Context: an optimization exercise on an open-source flow, tuned for small area. The choices shown serve that exercise and are no tape-out recipe. Only simulation tests tie the RTL to the original design; equivalence was not proved. No activity file was given, so power comes from the tool's default toggle rates.

==> design/flow/design.v <==
package ascon_pkg;
    typedef logic [64-1:0] lane_t;
    typedef logic [2*64-1:0] block_t;
    typedef logic [5-1:0] slice_t;
    typedef logic [3:0] round_idx_t;
    typedef enum logic [2:0]
    {
        IDLE,
        INIT,
        ASSOC,
        TEXT,
        FINAL
    } phase_t;
endpackage
`timescale 1ns/1ps
module ascon_sbox_column
(
    input  ascon_pkg::slice_t col_in,
    output ascon_pkg::slice_t col_out
);
    ascon_pkg::slice_t mix;
    ascon_pkg::slice_t chi;
    assign mix[0] = col_in[0] ^ col_in[4];
    assign mix[1] = col_in[1];
    assign mix[2] = col_in[1] ^ col_in[2];
    assign mix[3] = col_in[3];
    assign mix[4] = col_in[3] ^ col_in[4];
    always_comb
    begin
        for (int i = 0; i < 5; i++)
        begin
            chi[i] = mix[i] ^ (~mix[(i + 1) % 5] & mix[(i + 2) % 5]);
        end
    end
    assign col_out[0] = chi[0] ^ chi[4];
    assign col_out[1] = chi[1] ^ chi[0];
    assign col_out[2] = ~chi[2];
    assign col_out[3] = chi[3] ^ chi[2];
    assign col_out[4] = chi[4];
endmodule
`timescale 1ns/1ps
module ascon_linear_layer
(
    input  ascon_pkg::lane_t s0,
    input  ascon_pkg::lane_t s1,
    input  ascon_pkg::lane_t s2,
    input  ascon_pkg::lane_t s3,
    input  ascon_pkg::lane_t s4,
    output ascon_pkg::lane_t x0,
    output ascon_pkg::lane_t x1,
    output ascon_pkg::lane_t x2,
    output ascon_pkg::lane_t x3,
    output ascon_pkg::lane_t x4
);
    function automatic ascon_pkg::lane_t rotr
    (
        input ascon_pkg::lane_t v,
        input int               n
    );
        rotr = (v >> n) | (v << ($bits(v) - n));
    endfunction
    function automatic ascon_pkg::lane_t diffuse
    (
        input ascon_pkg::lane_t v,
        input int               a,
        input int               b
    );
        diffuse = v ^ rotr(v, a) ^ rotr(v, b);
    endfunction
    assign x0 = diffuse(s0, 19, 28);
    assign x1 = diffuse(s1, 61, 39);
    assign x2 = diffuse(s2, 1, 6);
    assign x3 = diffuse(s3, 10, 17);
    assign x4 = diffuse(s4, 7, 41);
endmodule
`timescale 1ns/1ps
module ascon_sequencer
(
    input  logic                clk,
    input  logic                reset,
    input  logic                start,
    input  ascon_pkg::block_t   key,
    input  ascon_pkg::block_t   nonce,
    input  ascon_pkg::block_t   ad,
    input  ascon_pkg::block_t   pt,
    input  ascon_pkg::lane_t    lin_x0,
    input  ascon_pkg::lane_t    lin_x1,
    input  ascon_pkg::lane_t    lin_x2,
    input  ascon_pkg::lane_t    lin_x3,
    input  ascon_pkg::lane_t    lin_x4,
    output ascon_pkg::lane_t    sbox_x0,
    output ascon_pkg::lane_t    sbox_x1,
    output ascon_pkg::lane_t    sbox_x2,
    output ascon_pkg::lane_t    sbox_x3,
    output ascon_pkg::lane_t    sbox_x4,
    output ascon_pkg::block_t   c,
    output ascon_pkg::block_t   t,
    output logic                busy,
    output logic                done
);
    localparam ascon_pkg::round_idx_t LAST_ROUND =
        ascon_pkg::round_idx_t'(12 - 1);
    localparam ascon_pkg::round_idx_t PB_FIRST =
        ascon_pkg::round_idx_t'(12 - 8);
    ascon_pkg::phase_t     phase;
    ascon_pkg::round_idx_t round;
    ascon_pkg::lane_t  st  [0:5-1];
    ascon_pkg::lane_t  rnd [0:5-1];
    ascon_pkg::lane_t  nxt [0:5-1];
    ascon_pkg::block_t key_q;
    ascon_pkg::block_t ad_q;
    ascon_pkg::block_t pt_q;
    ascon_pkg::block_t ct_q;
    ascon_pkg::lane_t  khi;
    ascon_pkg::lane_t  klo;
    ascon_pkg::lane_t  ahi;
    ascon_pkg::lane_t  alo;
    ascon_pkg::lane_t  phi;
    ascon_pkg::lane_t  plo;
    logic [7:0]        rc;
    logic              accept;
    logic              last_round;
    assign accept     = start && (phase == ascon_pkg::IDLE);
    assign last_round = (round == LAST_ROUND);
    assign busy       = (phase != ascon_pkg::IDLE);
    assign {khi, klo} = key_q;
    assign {ahi, alo} = ad_q;
    assign {phi, plo} = pt_q;
    assign rc = {4'hf - round, round};
    assign sbox_x0 = st[0];
    assign sbox_x1 = st[1];
    assign sbox_x2 = st[2] ^ {{(64-8){1'b0}}, rc};
    assign sbox_x3 = st[3];
    assign sbox_x4 = st[4];
    assign rnd[0] = lin_x0;
    assign rnd[1] = lin_x1;
    assign rnd[2] = lin_x2;
    assign rnd[3] = lin_x3;
    assign rnd[4] = lin_x4;
    always_comb
    begin
        for (int l = 0; l < 5; l++)
        begin
            nxt[l] = rnd[l];
        end
        if (last_round)
        begin
            case (phase)
                ascon_pkg::INIT:
                begin
                    nxt[3] = rnd[3] ^ khi;
                    nxt[4] = rnd[4] ^ klo;
                    nxt[0] = rnd[0] ^ ahi;
                    nxt[1] = rnd[1] ^ alo;
                end
                ascon_pkg::ASSOC:
                begin
                    nxt[4] = rnd[4] ^ 64'(1);
                    nxt[0] = rnd[0] ^ phi;
                    nxt[1] = rnd[1] ^ plo;
                end
                ascon_pkg::TEXT:
                begin
                    nxt[2] = rnd[2] ^ khi;
                    nxt[3] = rnd[3] ^ klo;
                end
                default:
                begin
                    for (int l = 0; l < 5; l++)
                    begin
                        nxt[l] = rnd[l];
                    end
                end
            endcase
        end
    end
    always_ff @(posedge clk)
    begin
        if (accept)
        begin
            key_q       <= key;
            ad_q        <= ad;
            pt_q        <= pt;
            st[0]       <= 64'h80800c0800000000;
            {st[1], st[2]} <= key;
            {st[3], st[4]} <= nonce;
        end
        else if (busy)
        begin
            for (int l = 0; l < 5; l++)
            begin
                st[l] <= nxt[l];
            end
            if ((phase == ascon_pkg::ASSOC) && last_round)
            begin
                ct_q <= {nxt[0], nxt[1]};
            end
        end
    end
    always_ff @(posedge clk)
    begin
        if (reset)
        begin
            phase <= ascon_pkg::IDLE;
            round <= '0;
            done  <= 1'b0;
            c     <= '0;
            t     <= '0;
        end
        else
        begin
            done <= 1'b0;
            if (busy && !last_round)
            begin
                round <= round + 1'b1;
            end
            case (phase)
                ascon_pkg::IDLE:
                begin
                    if (start)
                    begin
                        phase <= ascon_pkg::INIT;
                        round <= '0;
                    end
                end
                ascon_pkg::INIT:
                begin
                    if (last_round)
                    begin
                        phase <= ascon_pkg::ASSOC;
                        round <= PB_FIRST;
                    end
                end
                ascon_pkg::ASSOC:
                begin
                    if (last_round)
                    begin
                        phase <= ascon_pkg::TEXT;
                        round <= PB_FIRST;
                    end
                end
                ascon_pkg::TEXT:
                begin
                    if (last_round)
                    begin
                        phase <= ascon_pkg::FINAL;
                        round <= '0;
                    end
                end
                ascon_pkg::FINAL:
                begin
                    if (last_round)
                    begin
                        phase <= ascon_pkg::IDLE;
                        round <= '0;
                        done  <= 1'b1;
                        c     <= ct_q;
                        t     <= {rnd[3], rnd[4]} ^ key_q;
                    end
                end
                default:
                begin
                    phase <= ascon_pkg::IDLE;
                end
            endcase
        end
    end
endmodule
`timescale 1ns/1ps
module ascon_encrypt_1block
(
    input  logic              clk,
    input  logic              reset,
    input  logic              start,
    input  ascon_pkg::block_t key,
    input  ascon_pkg::block_t nonce,
    input  ascon_pkg::block_t ad,
    input  ascon_pkg::block_t pt,
    output ascon_pkg::block_t c,
    output ascon_pkg::block_t t,
    output logic              busy,
    output logic              done
);
    localparam logic [63:0] IV = 64'h80800c0800000000;
    localparam int CW  = 8;
    localparam int NQ  = (64 + CW - 1) / CW;
    function automatic int bits_for(input int n);
        bits_for = 1;
        while ((1 << bits_for) < n)
            bits_for++;
    endfunction
    localparam int QW  = bits_for(NQ);
    localparam int ROT = (41 * NQ * CW) % 64;
    logic [QW-1:0] q;    
    logic [5:0] r;       
    logic       busy_q;
    logic       idle_q;  
    logic       done_q;
    assign busy = busy_q;
    assign done = done_q;
    always_ff @(posedge clk)
    begin
        if (reset)
        begin
            busy_q <= 1'b0;
            idle_q <= 1'b1;
            done_q <= 1'b0;
        end
        else
        begin
            done_q <= 1'b0;
            if (idle_q)
            begin
                busy_q <= start;
                idle_q <= !start;
            end
            else if ((q == QW'(NQ - 1)) && (r == 6'd40))
            begin
                busy_q <= 1'b0;
                idle_q <= 1'b1;
                done_q <= 1'b1;
            end
        end
    end
    logic [5:0] a;
    always_ff @(posedge clk)
    begin
        if (idle_q)
        begin
            a <= '0;
        end
        else
        begin
            a <= a + 6'(CW);
        end
    end
    always_ff @(posedge clk)
    begin
        if (idle_q)
        begin
            q <= '0;
            r <= '0;
        end
        else
        begin
            q <= q + 1'b1;
            if (q == QW'(NQ - 1))
            begin
                q <= '0;
                r <= r + 1'b1;
            end
        end
    end
    wire pass0 = (r == 6'd0);
    wire inj_a = (r == 6'd12);
    wire inj_p = (r == 6'd20);
    wire inj_k = (r == 6'd28);
    wire fin   = (r == 6'd40);
    function automatic logic [63:0] ld
    (
        input logic [63:0] in,
        input logic [63:0] sh,
        input logic        bsy,
        input logic        idl
    );
        ld = ({64{bsy}} | in) & ({64{idl}} | sh);
    endfunction
    localparam int G = CW & -CW;
    function automatic logic [63:0] pol_mask();
        for (int p = 0; p < 64; p++)
            pol_mask[p] = ((p / G) % 2) == 1;
    endfunction
    localparam logic [63:0] POL = pol_mask();
    logic [63:0] R [0:4];                  
    logic [63:0] KHs, KLs, AHs, ALs;
    logic [63:0] KH, KL, AH, AL;           
    logic [63:0] PH, PL;                   
    logic [CW-1:0] wr [0:4];                 
    logic [CW-1:0] x  [0:4];
    logic [CW-1:0] pw [0:1];               
    assign KH = KHs ^ POL;
    assign KL = KLs ^ POL;
    assign AH = AHs ^ POL;
    assign AL = ALs ^ POL;
    always_ff @(posedge clk)
    begin
        for (int l = 0; l < 3; l++)
        begin
            R[l] <= {wr[l], R[l][63:CW]};
        end
        R[3] <= ld(nonce[127:64], {wr[3], R[3][63:CW]}, busy_q, idle_q);
        R[4] <= ld(nonce[63:0],   {wr[4], R[4][63:CW]}, busy_q, idle_q);
        KHs  <= ld(key[127:64], {KH[CW-1:0], KH[63:CW]}, busy_q, idle_q) ^ POL;
        KLs  <= ld(key[63:0],   {KL[CW-1:0], KL[63:CW]}, busy_q, idle_q) ^ POL;
        AHs  <= ld(ad[127:64],  {AH[CW-1:0], AH[63:CW]}, busy_q, idle_q) ^ POL;
        ALs  <= ld(ad[63:0],    {AL[CW-1:0], AL[63:CW]}, busy_q, idle_q) ^ POL;
        PH   <= ld(pt[127:64], {pw[0], PH[63:CW]}, busy_q, idle_q);
        PL   <= ld(pt[63:0],   {pw[1], PL[63:CW]}, busy_q, idle_q);
    end
    logic [27:0] S0;
    logic [5:0]  S2;
    logic [16:0] S3;
    logic [6:0]  S4;
    function automatic int slot_src(input int x, input int w);
        slot_src = (x + CW) % w;
    endfunction
        for (genvar x_ = 0; x_ < 28; x_++) begin : g_S0 
            logic ld_; logic d_; 
            always_comb begin 
                ld_ = 1'b0; d_ = S0[slot_src(x_, 28)]; 
                for (int u_ = 0; u_ < CW; u_++) begin 
                    if ((((u_ - CW) % 28 + 28) % 28) == x_ && u_ < 28 && {1'b0, q} < (QW+1)'((28 - u_ + CW - 1) / CW)) begin 
                        ld_ = 1'b1; d_ = R[0][u_]; 
                    end 
                end 
            end 
            always_ff @(posedge clk) S0[x_] <= d_; 
        end
        for (genvar x_ = 0; x_ < 6; x_++) begin : g_S2 
            logic ld_; logic d_; 
            always_comb begin 
                ld_ = 1'b0; d_ = S2[slot_src(x_, 6)]; 
                for (int u_ = 0; u_ < CW; u_++) begin 
                    if ((((u_ - CW) % 6 + 6) % 6) == x_ && u_ < 6 && {1'b0, q} < (QW+1)'((6 - u_ + CW - 1) / CW)) begin 
                        ld_ = 1'b1; d_ = R[2][u_]; 
                    end 
                end 
            end 
            always_ff @(posedge clk) S2[x_] <= d_; 
        end
        for (genvar x_ = 0; x_ < 17; x_++) begin : g_S3 
            logic ld_; logic d_; 
            always_comb begin 
                ld_ = 1'b0; d_ = S3[slot_src(x_, 17)]; 
                for (int u_ = 0; u_ < CW; u_++) begin 
                    if ((((u_ - CW) % 17 + 17) % 17) == x_ && u_ < 17 && {1'b0, q} < (QW+1)'((17 - u_ + CW - 1) / CW)) begin 
                        ld_ = 1'b1; d_ = R[3][u_]; 
                    end 
                end 
            end 
            always_ff @(posedge clk) S3[x_] <= d_; 
        end
        for (genvar x_ = 0; x_ < 7; x_++) begin : g_S4 
            logic ld_; logic d_; 
            always_comb begin 
                ld_ = 1'b0; d_ = S4[slot_src(x_, 7)]; 
                for (int u_ = 0; u_ < CW; u_++) begin 
                    if ((((u_ - CW) % 7 + 7) % 7) == x_ && u_ < 7 && {1'b0, q} < (QW+1)'((7 - u_ + CW - 1) / CW)) begin 
                        ld_ = 1'b1; d_ = R[4][u_]; 
                    end 
                end 
            end 
            always_ff @(posedge clk) S4[x_] <= d_; 
        end
    logic [63:39] F1;
    logic [63:41] F4;
    always_ff @(posedge clk)
    begin
        F1 <= {R[1][CW-1:0], F1[63:39+CW]};
        F4 <= {R[4][CW-1:0], F4[63:41+CW]};
    end
    function automatic logic tap
    (
        input logic [63:0] ring,
        input logic        saved,
        input int          p,
        input logic [QW-1:0] qq
    );
        logic w;
        w = ({1'b0, qq} >= (QW+1)'((64 - p + CW - 1) / CW));
        if (p >= 64)
            tap = ring[p - 64];
        else
            tap = (w | ring[p]) & (!w | saved);
    endfunction
    logic [CW-1:0] l [0:4];
    for (genvar u = 0; u < CW; u++)
    begin : g_lin
        assign l[0][u] = R[0][u]
                       ^ tap(R[0], S0[(u + 19 + 28 * 3 - 64) % 28], u + 19, q)
                       ^ tap(R[0], S0[(u + 28 + 28 * 3 - 64) % 28], u + 28, q);
        assign l[1][u] = R[1][u]
                       ^ tap(R[1], (u + 61 < 64) ? F1[(u + 61 < 64) ? u + 61 : 63] : 1'b0, u + 61, q)
                       ^ tap(R[1], F1[u + 39], u + 39, q);
        assign l[2][u] = R[2][u]
                       ^ tap(R[2], S2[(u + 1 + 6 * 11 - 64) % 6], u + 1, q)
                       ^ tap(R[2], S2[(u + 6 + 6 * 11 - 64) % 6], u + 6, q);
        assign l[3][u] = R[3][u]
                       ^ tap(R[3], S3[(u + 10 + 17 * 4 - 64) % 17], u + 10, q)
                       ^ tap(R[3], S3[(u + 17 + 17 * 4 - 64) % 17], u + 17, q);
        assign l[4][u] = R[4][u]
                       ^ tap(R[4], S4[(u + 7 + 7 * 10 - 64) % 7], u + 7, q)
                       ^ tap(R[4], F4[u + 41], u + 41, q);
    end
    logic [3:0] j;
    always_comb
    begin
        if (r < 6'd12)      j = r[3:0];
        else if (r < 6'd20) j = 4'(r - 6'd8);
        else if (r < 6'd28) j = 4'(r - 6'd16);
        else                j = 4'(r - 6'd28);
    end
    wire [7:0] rcv = {~j, j};
    function automatic logic rc_bit(input logic [7:0] v, input logic [5:0] aa, input int u);
        logic [5:0] i;
        i = aa + 6'(u);
        rc_bit = (i < 6'd8) ? v[i[2:0]] : 1'b0;
    endfunction
    for (genvar u = 0; u < CW; u++)
    begin : g_col
        always_comb
        begin
            if (pass0)
            begin
                x[0][u] = IV[a + 6'(u)];
                x[1][u] = KH[u];
                x[2][u] = KL[u];
                x[3][u] = R[3][u];
                x[4][u] = R[4][u];
            end
            else
            begin
                x[0][u] = l[0][u] ^ (inj_a & AH[u]) ^ (inj_p & PH[u]);
                x[1][u] = l[1][u] ^ (inj_a & AL[u]) ^ (inj_p & PL[u]);
                x[2][u] = l[2][u] ^ (inj_k & KH[u]);
                x[3][u] = l[3][u] ^ ((inj_a | fin) & KH[u]) ^ (inj_k & KL[u]);
                x[4][u] = l[4][u] ^ ((inj_a | fin) & KL[u])
                        ^ (inj_p & (a + 6'(u) == 6'd0));
            end
        end
        ascon_pkg::slice_t col_in, col_out;
        assign col_in = {x[4][u], x[3][u], x[2][u] ^ rc_bit(rcv, a, u), x[1][u], x[0][u]};
        ascon_sbox_column u_sbox
        (
            .col_in  (col_in),
            .col_out (col_out)
        );
        wire dummy = (CW * (NQ - 1) + u >= 64) && (q == QW'(NQ - 1));
        for (genvar b = 0; b < 5; b++)
        begin : g_wr
            if (CW * (NQ - 1) + u >= 64)
                assign wr[b][u] = dummy ? R[b][u] : (fin && b >= 3) ? x[b][u] : col_out[b];
            else if (b >= 3)
                assign wr[b][u] = fin ? x[b][u] : col_out[b];
            else
                assign wr[b][u] = col_out[b];
        end
        assign pw[0][u] = (inj_p && !dummy) ? x[0][u] : PH[u];
        assign pw[1][u] = (inj_p && !dummy) ? x[1][u] : PL[u];
    end
    for (genvar i = 0; i < 64; i++)
    begin : g_out
        assign c[64 + i] = PH[(i - ROT + 64) % 64];
        assign c[i]      = PL[(i - ROT + 64) % 64];
        assign t[64 + i] = R[3][(i - ROT + 64) % 64];
        assign t[i]      = R[4][(i - ROT + 64) % 64];
    end
endmodule
==> design/flow/flow/run.sh <==
#!/bin/bash
# Standard ORFS layout (the standard.sh, unchanged synthesis), with
# minimum-size port buffers and a lighter clock tree.
set -euo pipefail
export BUFFER_PORTS_ARGS="-buffer_cell sky130_fd_sc_hd__buf_1"
export CTS_ARGS="-sink_clustering_enable -repair_clock_nets -dont_use_dummy_load -buf_list sky130_fd_sc_hd__clkbuf_4 -sink_clustering_size 8 -sink_clustering_max_diameter 50"
bash standard.sh > standard_flow.log 2>&1
==> design/flow/standard.sh <==
#!/bin/bash
# synth_recipe.tcl (not shown) runs the flow's synth.tcl, then flattens the netlist and writes it again
# the make line also repeats each setting of config.mk as NAME=value (left out here)
make -C /OpenROAD-flow-scripts/flow DESIGN_CONFIG=/design/flow/config.mk WORK_HOME=/design/flow/orfs CLKGATE_MAP_FILE= SYNTH_SCRIPT=/design/flow/synth_recipe.tcl "${@:-finish}"
==> design/flow/config.mk <==
export PLATFORM = sky130hd
export DESIGN_NAME = ascon_encrypt_1block
export DESIGN_NICKNAME = ascon_encrypt_1block
export VERILOG_FILES = /design/flow/design.v
export SDC_FILE = /design/flow/constraint.sdc
export NUM_CORES = 4
export LEC_CHECK = 0
export CAP_MARGIN = 20
export CORE_MARGIN = 2
export CORE_UTILIZATION = 40
export SLEW_MARGIN = 20
==> design/flow/constraint.sdc <==
create_clock -name core_clock -period 8.0 [get_ports {clk}]
set_input_delay 1.6000 -clock core_clock [delete_from_list [all_inputs] [get_ports {clk}]]
set_output_delay 1.6000 -clock core_clock [all_outputs]
set_load 0.01 [all_outputs]
==> results.sh, run 1 <==
export IMPL_die_h_um=259
export IMPL_wl_mm=125
export IMPL_syn_nets=2772
export IMPL_synth_area_sq_mm=0.0261
export IMPL_vias_per_cell=5.56
export IMPL_synthFlopType="dfxtp_1"
export IMPL_yosys_cell_types_count=60
export IMPL_clock_latency_ns=0.94
export IMPL_ant_nets=0
export IMPL_worst_slew_pin_slew_ns=1.11
export IMPL_core_area_sq_mm=0.0645
export IMPL_die_w_um=259
export IMPL_root_buffer="clkbuf_4"
export IMPL_relSlewSlack_pct=26.1
export IMPL_syn2layout_area_growth_pct=17.1
export IMPL_num_rows=93
export IMPL_worstSetupPathType="reg -> reg"
export IMPL_period_share_pct=50.8
export IMPL_drc=0
export IMPL_drt_first_pass_iters=6
export IMPL_routabilityCongestion=1.06
export IMPL_synth_cells=2235
export IMPL_cts_setup_buffers=0
export IMPL_cts_sinks=825
export IMPL_grt_start_max_net_pins=224
export IMPL_drive_above_1_share_pct=6.14
export IMPL_gr_total_overflow=0
export IMPL_drt_first_iter_violations=2553
export IMPL_cts_resized=0
export IMPL_worstPathArrival_ns=4.85
export IMPL_clkTransAtPathRegs_ns=0.09
export IMPL_htree_levels=3
export IMPL_skew_ns=0.118
export IMPL_ys_ff_latch=825
export IMPL_dpl_worst_slack_ns=4.05
export IMPL_grt_use_total_pct=36.2
export IMPL_hold_viol_final=0
export IMPL_start_kind="register"
export IMPL_vias=21500
export IMPL_rsz0062_at_grt="no"
export IMPL_ir_drop_mv=0.149
export IMPL_cts_buffers=118
export IMPL_fmax_mhz=246
export IMPL_p_per_area_mw_per_mm2=305
export IMPL_io_buffer_count=772
export IMPL_worstHoldPathType="reg -> reg"
export IMPL_whs_ns=0.278
export IMPL_tns_ns=0
export IMPL_die_area_sq_mm=0.0673
export IMPL_synthArstFlopShare_pct=0
export IMPL_setup_viol=0
export IMPL_ys_warn_count=7
export IMPL_synth_edff_count=0
export IMPL_nets=3534
export IMPL_pin_count=773
export IMPL_tritoncts="yes"
export IMPL_grt_pass1_vias=20900
export IMPL_status="no timing/DRC/antenna violations"
export IMPL_critPathMaxFanout=13
export IMPL_ctsHoldBuffers=0
export IMPL_grt_pass1_wl_mm=167
export IMPL_wire_per_inst_um=32.5
export IMPL_antenna_found_initial=30
export IMPL_yosysSeqAreaShare_pct=63.3
export IMPL_required_ns=8.78
export IMPL_postSynthAreaPerCell_sq_um=11.7
export IMPL_layout_setup_ws_ns=3.93
export IMPL_initial_core_util_pct=40.5
export IMPL_leakagePower_uw=0.0119
export IMPL_hpwl_mm=99.7
export IMPL_cts_buffer_depth=3
export IMPL_critPathCaptureType="register"
export IMPL_maxCapViolCount=0
export IMPL_finalMaxSlewViolations=0
export IMPL_min_period_ns=4.07
registers in the layout, summed over array words and instances (netlist names), 3 cells and up:
name and cells:
a 3, F1 25, R 320, F4 23, KLs 64, AHs 64
PL 64, S2 6, KHs 64, S3 17, ALs 64, S0 28
r 6, PH 64, q 3, S4 7
cell type report:
cell class	instances	area [sq um]
multi-input cells	1248	8910
inverters	15	58.8
well taps	855	1070
fillers	6305	33900
diodes	12	30.0
flip-flops and latches	825	16500
repair buffers	789	3070
clock buffers	118	886
metal layers:
| metal | vias to the layer above | wire length (um) | share of wire [%] | track usage (%) |
|---|---|---|---|---|
| met5 | - | 69 | 0.055 | 0 |
| met4 | 10 | 3780 | 3.0 | 10.5 |
| met3 | 209 | 17200 | 14 | 15.2 |
| met2 | 1298 | 50200 | 40 | 49.2 |
| met1 | 10600 | 54200 | 43 | 51.8 |
| li1 | 9390 | - | - | - |
cells by family (layout without fill, tap and decap cells):
group,after synthesis,count (layout),synth area share (%)
buffers and inverters,162,922,2.57
muxes,119,119,4.82
and+or+nand+nor,313,313,5.13
AOI/OAI and AO/OA,592,592,16.0
other,0,12,0
DFF,825,825,63.3
xor gates and xnor gates,201,201,7.05
adders and majority gates,23,23,1.09
power breakdown:
| part | internal, uW | switching (uW) |
|---|---|---|
| sequential | 4970 | 575 |
| combinational | 734 | 1010 |
| clock | 671 | 1370 |
cell usage in the layout, fill, tap and decap left out, types with 3 or more instances in the layout:
cell,count
nor2_1,191
and2_1,5
o31ai_1,3
o22a_1,237
a31oi_1,5
diode_2,12
clkbuf_4,118
xor2_1,39
xnor2_1,155
inv_1,14
nor4_1,3
dfxtp_1,823
a21oi_1,155
nand4_1,4
xnor3_1,4
nand2_1,58
mux2i_1,86
nor3_1,10
ha_1,22
xnor2_2,3
a221oi_1,7
buf_1,772
nor3b_1,5
nand3_1,14
buf_4,14
o21ai_0,13
nand2b_1,6
mux2_2,30
a22oi_1,19
o21ai_1,5
o22ai_1,133
a32oi_1,4
cells in the mapped netlist, types with 14 or more instances:
cell | number | share of area (%)
clkbuf_1 | 123 | 1.8
a22oi_1 | 19 | 0.55
o22a_1 | 237 | 8.0
mux2i_1 | 86 | 3.3
mux2_2 | 30 | 1.3
xor2_1 | 39 | 1.3
a21oi_1 | 155 | 3.0
nor2_1 | 191 | 2.7
nand3_1 | 14 | 0.27
ha_1 | 22 | 1.1
nand2_1 | 58 | 0.83
dfxtp_1 | 825 | 63
xnor2_1 | 155 | 5.2
o22ai_1 | 133 | 3.2
inv_1 | 14 | 0.20
per-stage QoR:
step	instance area, sq um	total power [uW]	cells	util, %
4_1_cts	30500	9310	3849	47.3
5_1_grt	30500	9690	3856	47.4
3_3_place_gp	29600	7290	3731	45.9
3_5_place_dp	29600	7290	3731	45.9
2_1_floorplan	26100	6390	2235	-
6_report	30600	9320	3862	47.4
worst max-delay path, stage by stage (launching register included):
cell	delay (ns)
dfxtp_1	0.37
inv_1	0.10
ha_1	0.27
nor2b_1	0.70
and2_1	0.36
a22oi_1	0.12
xnor2_1	0.17
nor2_1	0.07
xnor2_1	0.46
ha_1	0.41
or4b_2	0.68
o21ai_0	0.16
nor4_1	0.07
path summary, 6_finish.rpt:
path	cells past startpoint	endpoint	startpoint	slack, ns
hold / removal	0	F4[43]$_DFF_P_	F4[51]$_DFF_P_	0.28
setup reg to reg	12	R[4][62]$_DFF_P_	r[0]$_SDFFE_PP0N_	3.93
setup / recovery	12	R[4][62]$_DFF_P_	r[0]$_SDFFE_PP0N_	3.93
hold reg to reg	0	F4[43]$_DFF_P_	F4[51]$_DFF_P_	0.28
==> run 2: changes to the inputs <==
==> design/flow/flow/run.sh (replaced) <==
#!/bin/bash
# Layout flow: the standard synthesis, then the combinational logic
# between the registers is mapped again with a stronger ABC script (the
# registers, their names and cell types stay as the standard synthesis made
# them), then the standard ORFS steps from floorplan to finish, with
# minimum-size port buffers and a lighter clock tree. Each tool's output
# goes to a log file in this folder.
set -euo pipefail

export BUFFER_PORTS_ARGS="-buffer_cell sky130_fd_sc_hd__buf_1"
export CTS_ARGS="-sink_clustering_enable -repair_clock_nets -dont_use_dummy_load -buf_list sky130_fd_sc_hd__clkbuf_4 -sink_clustering_size 8 -sink_clustering_max_diameter 50"

WORK=$(pwd)
RES=$WORK/orfs/results/$FLOW_PLATFORM/ascon_encrypt_1block/base
LIB=$FLOW_HOME/platforms/$FLOW_PLATFORM/lib/sky130_fd_sc_hd__tt_025C_1v80.lib
YOSYS=$FLOW_HOME/../tools/install/yosys/bin/yosys

# 1. Standard synthesis
bash standard.sh synth > standard_synth.log 2>&1
cp $RES/1_2_yosys.v $WORK/std_1_2_yosys.v

# 2. Map the combinational logic again; flip-flop instances are kept whole
DU=""
for c in sky130_fd_sc_hd__probe_p_8 sky130_fd_sc_hd__probec_p_8 sky130_fd_sc_hd__lpflow_bleeder_1 sky130_fd_sc_hd__lpflow_clkbufkapwr_1 sky130_fd_sc_hd__lpflow_clkbufkapwr_16 sky130_fd_sc_hd__lpflow_clkbufkapwr_2 sky130_fd_sc_hd__lpflow_clkbufkapwr_4 sky130_fd_sc_hd__lpflow_clkbufkapwr_8 sky130_fd_sc_hd__lpflow_clkinvkapwr_1 sky130_fd_sc_hd__lpflow_clkinvkapwr_16 sky130_fd_sc_hd__lpflow_clkinvkapwr_2 sky130_fd_sc_hd__lpflow_clkinvkapwr_4 sky130_fd_sc_hd__lpflow_clkinvkapwr_8 sky130_fd_sc_hd__lpflow_decapkapwr_12 sky130_fd_sc_hd__lpflow_decapkapwr_3 sky130_fd_sc_hd__lpflow_decapkapwr_4 sky130_fd_sc_hd__lpflow_decapkapwr_6 sky130_fd_sc_hd__lpflow_decapkapwr_8 sky130_fd_sc_hd__lpflow_inputiso0n_1 sky130_fd_sc_hd__lpflow_inputiso0p_1 sky130_fd_sc_hd__lpflow_inputiso1n_1 sky130_fd_sc_hd__lpflow_inputiso1p_1 sky130_fd_sc_hd__lpflow_inputisolatch_1 sky130_fd_sc_hd__lpflow_isobufsrc_1 sky130_fd_sc_hd__lpflow_isobufsrc_16 sky130_fd_sc_hd__lpflow_isobufsrc_2 sky130_fd_sc_hd__lpflow_isobufsrc_4 sky130_fd_sc_hd__lpflow_isobufsrc_8 sky130_fd_sc_hd__lpflow_isobufsrckapwr_16 sky130_fd_sc_hd__lpflow_lsbuf_lh_hl_isowell_tap_1 sky130_fd_sc_hd__lpflow_lsbuf_lh_hl_isowell_tap_2 sky130_fd_sc_hd__lpflow_lsbuf_lh_hl_isowell_tap_4 sky130_fd_sc_hd__lpflow_lsbuf_lh_isowell_4 sky130_fd_sc_hd__lpflow_lsbuf_lh_isowell_tap_1 sky130_fd_sc_hd__lpflow_lsbuf_lh_isowell_tap_2 sky130_fd_sc_hd__lpflow_lsbuf_lh_isowell_tap_4 ; do DU="$DU -dont_use $c"; done
printf 'set_driving_cell sky130_fd_sc_hd__buf_1\nset_load 5\n' > $WORK/remap.constr
sed "s|@LIB@|$LIB|g; s|@IN@|$WORK/std_1_2_yosys.v|g; s|@OUT@|$WORK/remap_1_2_yosys.v|g; s|@ABC@|$WORK/flow/remap.abc|g; s|@CONSTR@|$WORK/remap.constr|g; s|@DU@|$DU|g" \
    flow/remap.ys > $WORK/remap_run.ys
$YOSYS -s $WORK/remap_run.ys > remap.log 2>&1
cp $WORK/remap_1_2_yosys.v $RES/1_2_yosys.v
rm -f $RES/1_synth.odb $RES/1_synth.sdc

# 3. Floorplan to finish on the remapped netlist
bash standard.sh > standard_flow.log 2>&1
==> design/flow/flow/remap.abc (new file) <==
&get -n
&st
&deepsyn -T 120
&dch -f
&nf -R 1000
&put
topo
dnsize -c
==> design/flow/flow/remap.ys (new file) <==
read_liberty -ignore_miss_func @LIB@
read_verilog @IN@
hierarchy -top ascon_encrypt_1block
setattr -mod -set keep_hierarchy 1 sky130_fd_sc_hd__dfxtp_1
flatten
opt_clean
abc -script @ABC@ -liberty @LIB@ @DU@ -constr @CONSTR@ -D 8000
opt_clean -purge
setattr -mod -set blackbox 1 sky130_fd_sc_hd__*
stat -liberty @LIB@
write_verilog -noattr -nohex -nodec @OUT@
==> run 2 against run 1 <==
Net effect: cell count down 3.5%; flip-flop and latch count stayed put; clock power shrank 2%; largest power group unchanged; largest cell class unchanged.
==> results.sh, run 2 <==
export IMPL_status="no timing/DRC/antenna violations"
export IMPL_rsz0062_at_grt="no"
export IMPL_cts_buffers=117
export IMPL_instances_no_fill=3725
export IMPL_die_area_sq_mm=0.0634
export IMPL_wl_mm=88.7
export IMPL_critPathMaxFanout=19
export IMPL_drc=0
export IMPL_hpwl_mm=67.1
export IMPL_p_sw_uw=2600
export IMPL_worstHoldPathType="reg -> reg"
export IMPL_seq_area_sq_mm=0.0165
export IMPL_slowest_delay_ns=0.71
export IMPL_cpMaxStageDelayCell="and4b_1"
export IMPL_nets=3450
export IMPL_relSlewSlack_pct=24.4
export IMPL_leakagePower_uw=0.0114
export IMPL_cp_num_cells=13
export IMPL_die_h_um=252
export IMPL_startpoint="r[2]$_SDFFE_PP0N_"
export IMPL_period_share_pct=50.3
export IMPL_filler_cell_count=5811
export IMPL_htree_levels=3
export IMPL_synth_area_sq_mm=0.0246
export IMPL_routabilityCongestion=0.932
export IMPL_cts_buffer_depth=3
export IMPL_drt_first_iter_violations=1284
export IMPL_cts_setup_buffers=0
export IMPL_layout_setup_ws_ns=3.98
export IMPL_sequentialPowerShare_pct=61.3
export IMPL_required_ns=8.80
export IMPL_ctsHoldBuffers=0
export IMPL_worstSetupEndpoint="R[3][61]$_DFF_P_"
export IMPL_antenna_found_initial=15
export IMPL_ys_warn_count=7
export IMPL_worstSetupPathType="reg -> reg"
export IMPL_grt_start_max_net_pins=228
export IMPL_drt_first_pass_iters=5
export IMPL_hold_path_depth=0
export IMPL_largest_register_ffs=320
export IMPL_root_buffer="clkbuf_4"
export IMPL_multi_input_area_sq_mm=0.00803
export IMPL_dp_cells=3598
export IMPL_clockPowerShare_pct=22.6
export IMPL_hold_viol_final=0
export IMPL_finalMaxSlewViolations=0
export IMPL_internal_power_uw=6210
export IMPL_worstPathArrival_ns=4.82
export IMPL_grt_use_total_pct=26.9
export IMPL_min_period_ns=4.02
export IMPL_grt_pass1_wl_mm=126
export IMPL_dpl_worst_slack_ns=4.07
export IMPL_crit_chain="nand2_1 > nand2_1 > nor2_1 > and4b_1 > and2_0 > buf_4 > a22oi_1 > xnor2_1 > o21ai_0 > xnor2_1 > xnor2_1 > o22ai_1 > a21oi_1"
export IMPL_syn_nets=2544
export IMPL_cts_resized=0
export IMPL_layout_common_cells="823 x dfxtp_1, 772 x buf_1, 224 x o22a_1"
export IMPL_final_common_cell="dfxtp_1"
export IMPL_skew_ns=0.125
export IMPL_ir_drop_mv=0.150
export IMPL_die_w_um=252
export IMPL_p_comb_share_pct=16.1
export IMPL_worst_slew_pin_slew_ns=1.13
export IMPL_drive_above_1_share_pct=4.67
export IMPL_grt_pass1_vias=19600
export IMPL_report_power_total_uw=8810
export IMPL_r2r_start="r[2]$_SDFFE_PP0N_"
export IMPL_p_per_area_mw_per_mm2=299
export IMPL_setup_viol=0
export IMPL_initial_core_util_pct=40.5
export IMPL_reg2reg_depth=13
export IMPL_tritoncts="yes"
export IMPL_crit_top_cell="xnor2_1"
export IMPL_core_area_sq_mm=0.0606
export IMPL_critPathCaptureType="register"
export IMPL_power_share_switching_pct=29.5
export IMPL_gr_total_overflow=0
export IMPL_r2r_end="R[3][61]$_DFF_P_"
export IMPL_postSynthAreaPerCell_sq_um=12.1
export IMPL_regMostFlops="R"
export IMPL_fmax_mhz=249
export IMPL_syn2layout_area_growth_pct=20.1
export IMPL_vias=19800
export IMPL_cts_sinks=825
export IMPL_maxCapViolCount=0
export IMPL_tns_ns=0
export IMPL_reg2reg_slack_ns=3.98
export IMPL_io_buffer_count=772
export IMPL_num_rows=90
export IMPL_clkTransAtPathRegs_ns=0.10
export IMPL_pin_count=773
export IMPL_wire_per_inst_um=23.8
export IMPL_vias_per_cell=5.32
export IMPL_ant_nets=0
export IMPL_cp_top_family="simple AND/OR/NAND/NOR gates"
export IMPL_placed_area_sq_mm=0.0286
export IMPL_clock_latency_ns=0.90
export IMPL_stdcell_area_sq_mm=0.0295
export IMPL_start_kind="register"
export IMPL_synth_cells=2029
export IMPL_crit_buf_inv=1
==> run 2: power groups by stage <==
stage | logic [uW] | clock network (uW) | registers [uW]
2_1_floorplan | 829 | 0 | 5370
3_3_place_gp | 1380 | 0 | 5480
3_5_place_dp | 1400 | 0 | 5490
4_1_cts | 1410 | 2060 | 5400
5_1_grt | 1530 | 2220 | 5480
6_report | 1420 | 1990 | 5400
==> run 2: per-stage QoR <==
stage	hold WS [ns]	utilization [%]
2_1_floorplan	0.310	-
3_3_place_gp	0.310	47.2
3_5_place_dp	0.312	47.2
4_1_cts	0.270	48.6
5_1_grt	0.282	48.7
6_report	0.275	48.7
==> run 2: final cells by class <==
cell class                 count  share of cell area (%)
timing repair buffer         787                    10.3
multi-input combinational   1197                    27.2
tap                          782                    3.32
sequential                   825                    56.0
antenna                       10                  0.0848
clock buffer                 117                    2.98
inverter                       7                  0.0976
==> run 2: how the worst min path moves through the flow <==
stage                                 from  slack (ns)                to
after floorplan             F1[47]$_DFF_P_        0.31    F1[39]$_DFF_P_
after global placement      F1[58]$_DFF_P_        0.31    F1[50]$_DFF_P_
after detailed placement    F1[51]$_DFF_P_        0.31    F1[43]$_DFF_P_
after CTS                 R[2][41]$_DFF_P_        0.27  R[2][33]$_DFF_P_
after global routing      R[2][41]$_DFF_P_        0.28  R[2][33]$_DFF_P_
final                     R[2][41]$_DFF_P_        0.27  R[2][33]$_DFF_P_
==> run 2: worst register-to-register path: stages, from the launching register on <==
cell	delay (ns)
dfxtp_1	0.38
nand2_1	0.12
nand2_1	0.08
nor2_1	0.18
and4b_1	0.71
and2_0	0.54
buf_4	0.27
a22oi_1	0.10
xnor2_1	0.17
o21ai_0	0.71
xnor2_1	0.24
xnor2_1	0.19
o22ai_1	0.08
a21oi_1	0.17
==> run 2: metal layers <==
layer,track usage [%],share of wire (%),wire length (um)
met5,0,0.050,44
met3,6.36,6.0,5320
met4,8.01,2.4,2120
met1,34.3,42,37400
met2,45.2,49,43900
==> run 3: changes to the inputs <==
--- a/design/flow/design.v
+++ b/design/flow/design.v
@@ -324,13 +324,20 @@
     end
     logic [5:0] a;
-    always_ff @(posedge clk)
-    begin
-        if (idle_q)
+    if (64 % CW == 0)
+    begin : g_a_q
+        assign a = 6'(CW * q);
+    end
+    else
+    begin : g_a_reg
+        always_ff @(posedge clk)
         begin
-            a <= '0;
-        end
-        else
-        begin
-            a <= a + 6'(CW);
+            if (idle_q)
+            begin
+                a <= '0;
+            end
+            else
+            begin
+                a <= a + 6'(CW);
+            end
         end
     end
@@ -373,10 +380,13 @@
     localparam logic [63:0] POL = pol_mask();
     logic [63:0] R [0:4];                  
+    logic [63:0] R1s, R2s;                 
     logic [63:0] KHs, KLs, AHs, ALs;
     logic [63:0] KH, KL, AH, AL;           
     logic [63:0] PH, PL;                   
-    logic [CW-1:0] wr [0:4];                 
-    logic [CW-1:0] x  [0:4];
+    logic [CW-1:0] wr [0:4];               
+    logic [CW-1:0] x  [0:4];               
     logic [CW-1:0] pw [0:1];               
+    assign R[1] = R1s ^ POL;
+    assign R[2] = R2s ^ POL;
     assign KH = KHs ^ POL;
     assign KL = KLs ^ POL;
@@ -385,10 +395,9 @@
     always_ff @(posedge clk)
     begin
-        for (int l = 0; l < 3; l++)
-        begin
-            R[l] <= {wr[l], R[l][63:CW]};
-        end
-        R[3] <= ld(nonce[127:64], {wr[3], R[3][63:CW]}, busy_q, idle_q);
-        R[4] <= ld(nonce[63:0],   {wr[4], R[4][63:CW]}, busy_q, idle_q);
+        R[0] <= {wr[0], R[0][63:CW]};
+        R1s  <= ld(nonce[127:64], {wr[1], R[1][63:CW]}, busy_q, idle_q) ^ POL;
+        R2s  <= ld(nonce[63:0],   {wr[2], R[2][63:CW]}, busy_q, idle_q) ^ POL;
+        R[3] <= {wr[3], R[3][63:CW]};
+        R[4] <= {wr[4], R[4][63:CW]};
         KHs  <= ld(key[127:64], {KH[CW-1:0], KH[63:CW]}, busy_q, idle_q) ^ POL;
         KLs  <= ld(key[63:0],   {KL[CW-1:0], KL[63:CW]}, busy_q, idle_q) ^ POL;
@@ -516,6 +525,6 @@
                 x[1][u] = KH[u];
                 x[2][u] = KL[u];
-                x[3][u] = R[3][u];
-                x[4][u] = R[4][u];
+                x[3][u] = R[1][u];
+                x[4][u] = R[2][u];
             end
             else
==> run 3 against run 2 <==
Net effect: still clean on timing, DRC and antenna; flip-flop and latch count fell by 3; die area fell by 0.19%; clock skew fell by 0.037 ns; fmax fell by 6.2%; sequential power rose by 5.2%; first-iteration DRC count rose by 13%; global-route usage rose by 0.63 points; utilization rose by 0.13 points; critical path depth fell by 2; cell count rose by 3.4%.
==> results.sh, run 3 <==
export IMPL_grt_start_max_net_pins=249
export IMPL_clock_latency_ns=0.90
export IMPL_drt_first_pass_iters=7
export IMPL_status="no timing/DRC/antenna violations"
export IMPL_antenna_found_initial=24
export IMPL_grt_pass1_wl_mm=129
export IMPL_htree_levels=3
export IMPL_die_h_um=252
export IMPL_clkTransAtPathRegs_ns=0.10
export IMPL_tns_ns=0
export IMPL_final_common_cell="dfxtp_1"
export IMPL_critPathCaptureType="register"
export IMPL_start_kind="register"
export IMPL_rsz0062_at_grt="no"
export IMPL_period_share_pct=53.6
export IMPL_cpMaxStageDelayCell="dfxtp_1"
export IMPL_leakagePower_uw=0.0113
export IMPL_regMostFlops="R"
export IMPL_largest_register_ffs=192
export IMPL_initial_core_util_pct=40.5
export IMPL_drc=0
export IMPL_synth_cells=2149
export IMPL_r2r_end="R[3][63]$_DFF_P_"
export IMPL_wl_mm=90.5
export IMPL_ys_warn_count=7
export IMPL_maxCapViolCount=0
export IMPL_core_area_sq_mm=0.0605
export IMPL_stdcell_area_sq_mm=0.0295
export IMPL_vias_per_cell=5.26
export IMPL_cts_buffers=114
export IMPL_required_ns=8.68
export IMPL_num_rows=90
export IMPL_cts_sinks=822
export IMPL_cts_setup_buffers=0
export IMPL_hpwl_mm=67.6
export IMPL_hold_path_depth=0
export IMPL_cts_buffer_depth=3
export IMPL_p_per_area_mw_per_mm2=330
export IMPL_worstPathArrival_ns=4.97
export IMPL_finalMaxSlewViolations=0
export IMPL_tritoncts="yes"
export IMPL_crit_chain="nand2_1 > mux2i_1 > xor2_1 > xnor2_1 > xnor2_1 > nand2_1 > o21ai_0 > xor2_1 > or3_1 > a21oi_1 > a21oi_1"
export IMPL_slowest_delay_ns=1.01
export IMPL_worstSetupPathType="reg -> reg"
export IMPL_reg2reg_slack_ns=3.71
export IMPL_min_from="R[0][43]$_DFF_P_"
export IMPL_fmax_mhz=233
export IMPL_relSlewSlack_pct=31.2
export IMPL_ctsHoldBuffers=0
export IMPL_postSynthAreaPerCell_sq_um=11.4
export IMPL_pin_count=773
export IMPL_hold_path_end="R[0][35]$_DFF_P_"
export IMPL_critPathMaxFanout=20
export IMPL_routabilityCongestion=1.02
export IMPL_setup_viol=0
export IMPL_root_buffer="clkbuf_4"
export IMPL_grt_pass1_vias=20100
export IMPL_gr_total_overflow=0
export IMPL_wire_per_inst_um=23.5
export IMPL_worst_slew_pin_slew_ns=1.03
export IMPL_worstHoldPathType="reg -> reg"
export IMPL_ant_nets=0
export IMPL_vias=20300
export IMPL_drive_above_1_share_pct=4.62
export IMPL_skew_ns=0.0885
export IMPL_grt_use_total_pct=27.5
export IMPL_die_area_sq_mm=0.0633
export IMPL_reg2reg_depth=11
export IMPL_ir_drop_mv=0.131
export IMPL_syn2layout_area_growth_pct=20.4
export IMPL_io_buffer_count=772
export IMPL_r2r_start="q[2]$_SDFF_PP0_"
export IMPL_nets=3571
export IMPL_hold_viol_final=0
export IMPL_layout_common_cells="820 x dfxtp_1, 772 x buf_1, 310 x nor2_1"
export IMPL_min_period_ns=4.29
export IMPL_placed_area_sq_mm=0.0286
export IMPL_cts_resized=0
export IMPL_synth_area_sq_mm=0.0245
export IMPL_syn_nets=2664
export IMPL_drt_first_iter_violations=1446
export IMPL_die_w_um=252
run 3: changes by cell type in the layout (fill, tap and decap cells not counted), moves of 7 or more:
cell / before / now
nor2_1: 172 / 310
o22a_1: 224 / 112
a21oi_1: 182 / 255
o22ai_1: 161 / 214
xor2_1: 50 / 65
mux2_1: 31 / 17
mux2i_1: 62 / 48
nand3_1: 20 / 7
o21ai_0: 65 / 52
a211oi_1: 3 / 12
a22oi_1: 26 / 19
run 3: through the flow:
step	setup slack [ns]	instances	utilization [%]	hold WS, ns	total power [uW]
final	3.71	3851	48.8	0.268	9740
after global routing	3.47	3845	48.8	0.268	10200
after CTS	3.77	3835	48.7	0.270	9810
after detailed placement	3.88	3721	47.3	0.312	7840
after global placement	4.04	3721	47.3	0.310	7790
after floorplan	1.17	2149	-	0.310	6800
run 3: how the worst max path moves through the flow:
stage	from	to
floorplan	idle_q$_SDFF_PP1_	PH[56]$_DFF_P_
global placement	q[2]$_SDFF_PP0_	R[3][63]$_DFF_P_
detailed placement	q[2]$_SDFF_PP0_	R[3][63]$_DFF_P_
CTS	q[2]$_SDFF_PP0_	R[3][63]$_DFF_P_
global route	q[2]$_SDFF_PP0_	R[3][63]$_DFF_P_
finish	q[2]$_SDFF_PP0_	R[3][63]$_DFF_P_
run 3: critical path, delay by kind of cell (launching register included):
| kind | cells | cell delay [ns] |
|---|---|---|
| DFF | 1 | 1.01 |
| AOI/OAI and AO/OA | 3 | 0.50 |
| xor gates and xnor gates | 4 | 0.86 |
| muxes | 1 | 0.46 |
| and+or+nand+nor | 3 | 1.23 |
run 3: cell type report:
| type | count | area, sq um |
|---|---|---|
| inverter | 7 | 31.3 |
| antenna | 15 | 37.5 |
| sequential | 822 | 16500 |
| timing repair buffer | 791 | 3090 |
| tap | 782 | 978 |
| fill | 5819 | 31000 |
| clock buffer | 114 | 856 |
| multi-input combinational | 1320 | 8060 |
run 3: layer usage:
metal  vias to the layer above  track usage [%]  share of wire (%)
met1                      9812             33.7                 41
met3                       161             6.55                6.9
met5                         -                0              0.099
li1                       9556                -                  -
met4                        14             10.3                3.1
met2                       722             46.9                 49
run 3: report_power, final:
| part | internal [uW] | switching (uW) | leakage, uW | total (uW) |
|---|---|---|---|---|
| Combinational | 844 | 1240 | 0.00384 | 2090 |
| Sequential | 5040 | 650 | 0.00693 | 5680 |
| Clock | 650 | 1320 | 0.000525 | 1970 |
==> run 4: changes to the inputs <==
--- a/design/flow/flow/run.sh
+++ b/design/flow/flow/run.sh
@@ -9,5 +9,5 @@
 
 export BUFFER_PORTS_ARGS="-buffer_cell sky130_fd_sc_hd__buf_1"
-export CTS_ARGS="-sink_clustering_enable -repair_clock_nets -dont_use_dummy_load -buf_list sky130_fd_sc_hd__clkbuf_4 -sink_clustering_size 8 -sink_clustering_max_diameter 50"
+export CTS_ARGS="-sink_clustering_enable -repair_clock_nets -dont_use_dummy_load -buf_list sky130_fd_sc_hd__clkbuf_4 -sink_clustering_size 9 -sink_clustering_max_diameter 50"
 
 WORK=$(pwd)
==> run 4 against run 3 <==
Net effect: fmax rose by 1.4%; total power is 0.81% lower; worst hold slack worse by 0.014 ns; sequential power hardly changed; global-route usage fell by 0.12 points; clock skew grew 0.048 ns; critical path depth is the same; synthesized cell count unchanged; area after synthesis unchanged; non-clock buffer count unchanged; critical path type unchanged.
==> results.sh, run 4 <==
export IMPL_status="no timing/DRC/antenna violations"
export IMPL_die_w_um=252
export IMPL_drc=0
export IMPL_critPathCaptureType="register"
export IMPL_min_period_ns=4.23
export IMPL_r2r_end="R[3][63]$_DFF_P_"
export IMPL_syn2layout_area_growth_pct=20.2
export IMPL_drive_above_1_share_pct=4.30
export IMPL_worstSetupPathType="reg -> reg"
export IMPL_stdcell_area_sq_mm=0.0295
export IMPL_skew_ns=0.137
export IMPL_vias_per_cell=5.24
export IMPL_io_buffer_count=772
export IMPL_antenna_found_initial=31
export IMPL_clock_latency_ns=0.93
export IMPL_die_area_sq_mm=0.0633
export IMPL_reg2reg_slack_ns=3.77
export IMPL_setup_viol=0
export IMPL_cts_sinks=822
export IMPL_gr_total_overflow=0
export IMPL_r2r_start="q[2]$_SDFF_PP0_"
export IMPL_critPathMaxFanout=20
export IMPL_wire_per_inst_um=23.4
export IMPL_cts_buffer_depth=3
export IMPL_cts_buffers=104
export IMPL_rsz0062_at_grt="no"
export IMPL_synth_cells=2149
export IMPL_core_area_sq_mm=0.0605
export IMPL_start_kind="register"
export IMPL_syn_nets=2664
export IMPL_hpwl_mm=67.6
export IMPL_maxCapViolCount=0
export IMPL_p_per_area_mw_per_mm2=328
export IMPL_root_buffer="clkbuf_4"
export IMPL_period_share_pct=52.8
export IMPL_ctsHoldBuffers=0
export IMPL_worstPathArrival_ns=5.02
export IMPL_grt_pass1_wl_mm=128
export IMPL_leakagePower_uw=0.0112
export IMPL_grt_start_max_net_pins=249
export IMPL_fmax_mhz=237
export IMPL_finalMaxSlewViolations=0
export IMPL_drt_first_iter_violations=1424
export IMPL_largest_register_ffs=192
export IMPL_num_rows=90
export IMPL_ir_drop_mv=0.135
export IMPL_ant_nets=0
export IMPL_vias=20200
export IMPL_placed_area_sq_mm=0.0286
export IMPL_die_h_um=252
export IMPL_min_from="S3[8]$_DFF_P_"
export IMPL_hold_path_depth=0
export IMPL_tritoncts="yes"
export IMPL_pin_count=773
export IMPL_worst_slew_pin_slew_ns=1.06
export IMPL_routabilityCongestion=1.02
export IMPL_postSynthAreaPerCell_sq_um=11.4
export IMPL_grt_use_total_pct=27.4
export IMPL_cts_resized=0
export IMPL_required_ns=8.79
export IMPL_drt_first_pass_iters=5
export IMPL_cts_setup_buffers=0
export IMPL_grt_pass1_vias=20100
export IMPL_layout_common_cells="820 x dfxtp_1, 772 x buf_1, 310 x nor2_1"
export IMPL_hold_viol_final=0
export IMPL_htree_levels=3
export IMPL_wl_mm=90.1
export IMPL_synth_area_sq_mm=0.0245
export IMPL_regMostFlops="R"
export IMPL_reg2reg_depth=11
export IMPL_ys_warn_count=7
export IMPL_worstHoldPathType="reg -> reg"
export IMPL_initial_core_util_pct=40.5
export IMPL_final_common_cell="dfxtp_1"
export IMPL_relSlewSlack_pct=29.4
export IMPL_tns_ns=0
export IMPL_hold_path_end="S3[0]$_DFF_P_"
export IMPL_clkTransAtPathRegs_ns=0.11
export IMPL_nets=3561
-- run 4: changes by cell type in the layout (fill, tap and decap cells not counted) --
cell / previous run / this run
clkbuf_4: 114 / 104
diode_2: 15 / 22
-- run 4: power breakdown --
group | internal (uW) | switching [uW]
Combinational | 844 | 1240
Sequential | 5040 | 647
Clock | 595 | 1300
-- run 4: area by class of cell --
| cell class | instances | area, sq um |
|---|---|---|
| repair buffers | 791 | 3090 |
| multi-input cells | 1320 | 8060 |
| clock buffers | 104 | 781 |
| well taps | 782 | 978 |
| fillers | 5825 | 31000 |
| flip-flops and latches | 822 | 16500 |
| diodes | 22 | 55.1 |
| inverters | 7 | 31.3 |
-- run 4: per-layer routing --
metal / share of wire (%) / track usage, % / wire (um) / up-vias
li1: - / - / - / 9539
met5: 0.10 / 0 / 90 / -
met3: 7.2 / 7.10 / 6490 / 183
met2: 48 / 45.7 / 43600 / 774
met4: 3.9 / 12.0 / 3490 / 14
met1: 40 / 33.3 / 36400 / 9641
-- run 4: per-stage QoR --
stage | hold WS, ns | worst slack, ns | utilization, % | total power (uW) | std cells
floorplan | 0.310 | 1.17 | - | 6800 | 2149
global placement | 0.310 | 4.04 | 47.3 | 7790 | 3721
detailed placement | 0.312 | 3.88 | 47.3 | 7840 | 3721
CTS | 0.268 | 3.83 | 48.6 | 9720 | 3825
global route | 0.289 | 3.53 | 48.7 | 10200 | 3844
finish | 0.254 | 3.77 | 48.7 | 9660 | 3848
-- run 4: worst max-delay path by stage --
| stage | end | start | depth (start not counted) |
|---|---|---|---|
| floorplan | PH[56]$_DFF_P_ | idle_q$_SDFF_PP1_ | 4 |
| global placement | R[3][63]$_DFF_P_ | q[2]$_SDFF_PP0_ | 11 |
| detailed placement | R[3][63]$_DFF_P_ | q[2]$_SDFF_PP0_ | 11 |
| CTS | R[3][63]$_DFF_P_ | q[2]$_SDFF_PP0_ | 11 |
| global route | R1s[62]$_DFF_P_ | r[2]$_SDFFE_PP0N_ | 11 |
| finish | R[3][63]$_DFF_P_ | q[2]$_SDFF_PP0_ | 11 |
-- run 4: worst max-delay path: stages, from the launching register on --
cell and delay [ns]:
dfxtp_1 1.02, nand2_1 0.79, mux2i_1 0.46, xor2_1 0.25
xnor2_1 0.20, xnor2_1 0.17, nand2_1 0.07, o21ai_0 0.30
xor2_1 0.23, or3_1 0.39, a21oi_1 0.15, a21oi_1 0.05

-- what the ideal ports hide --
No port has a modelled driver above. Below, the same layouts with a new extraction and two added sets of constraints.
Step 1 assumes that a clkbuf_16 drives the clock port and a buf_2 every other input.
Step 2 moves the port delays by t, midway between the first and last clock arrival at a register: inputs arrive t later, outputs are due t later. That takes back most of the time a late clock gives input paths.
a / b / c = no drivers / after step 1 / after step 2; a / b = the first two.
run	shift t [ns]	slack for setup (ns)	clock arrival spread, ns	worst register clock-pin slew, ns
run 1	0.947	3.933 / 3.933 / 3.933	0.118 / 0.118	0.11 / 0.11
run 2	0.900	3.978 / 3.978 / 3.978	0.133 / 0.133	0.11 / 0.11
run 3	0.910	3.714 / 3.714 / 3.714	0.098 / 0.098	0.10 / 0.10
run 4	0.911	3.773 / 3.773 / 3.773	0.144 / 0.144	0.12 / 0.12
After both steps every run listed still meets setup and hold.
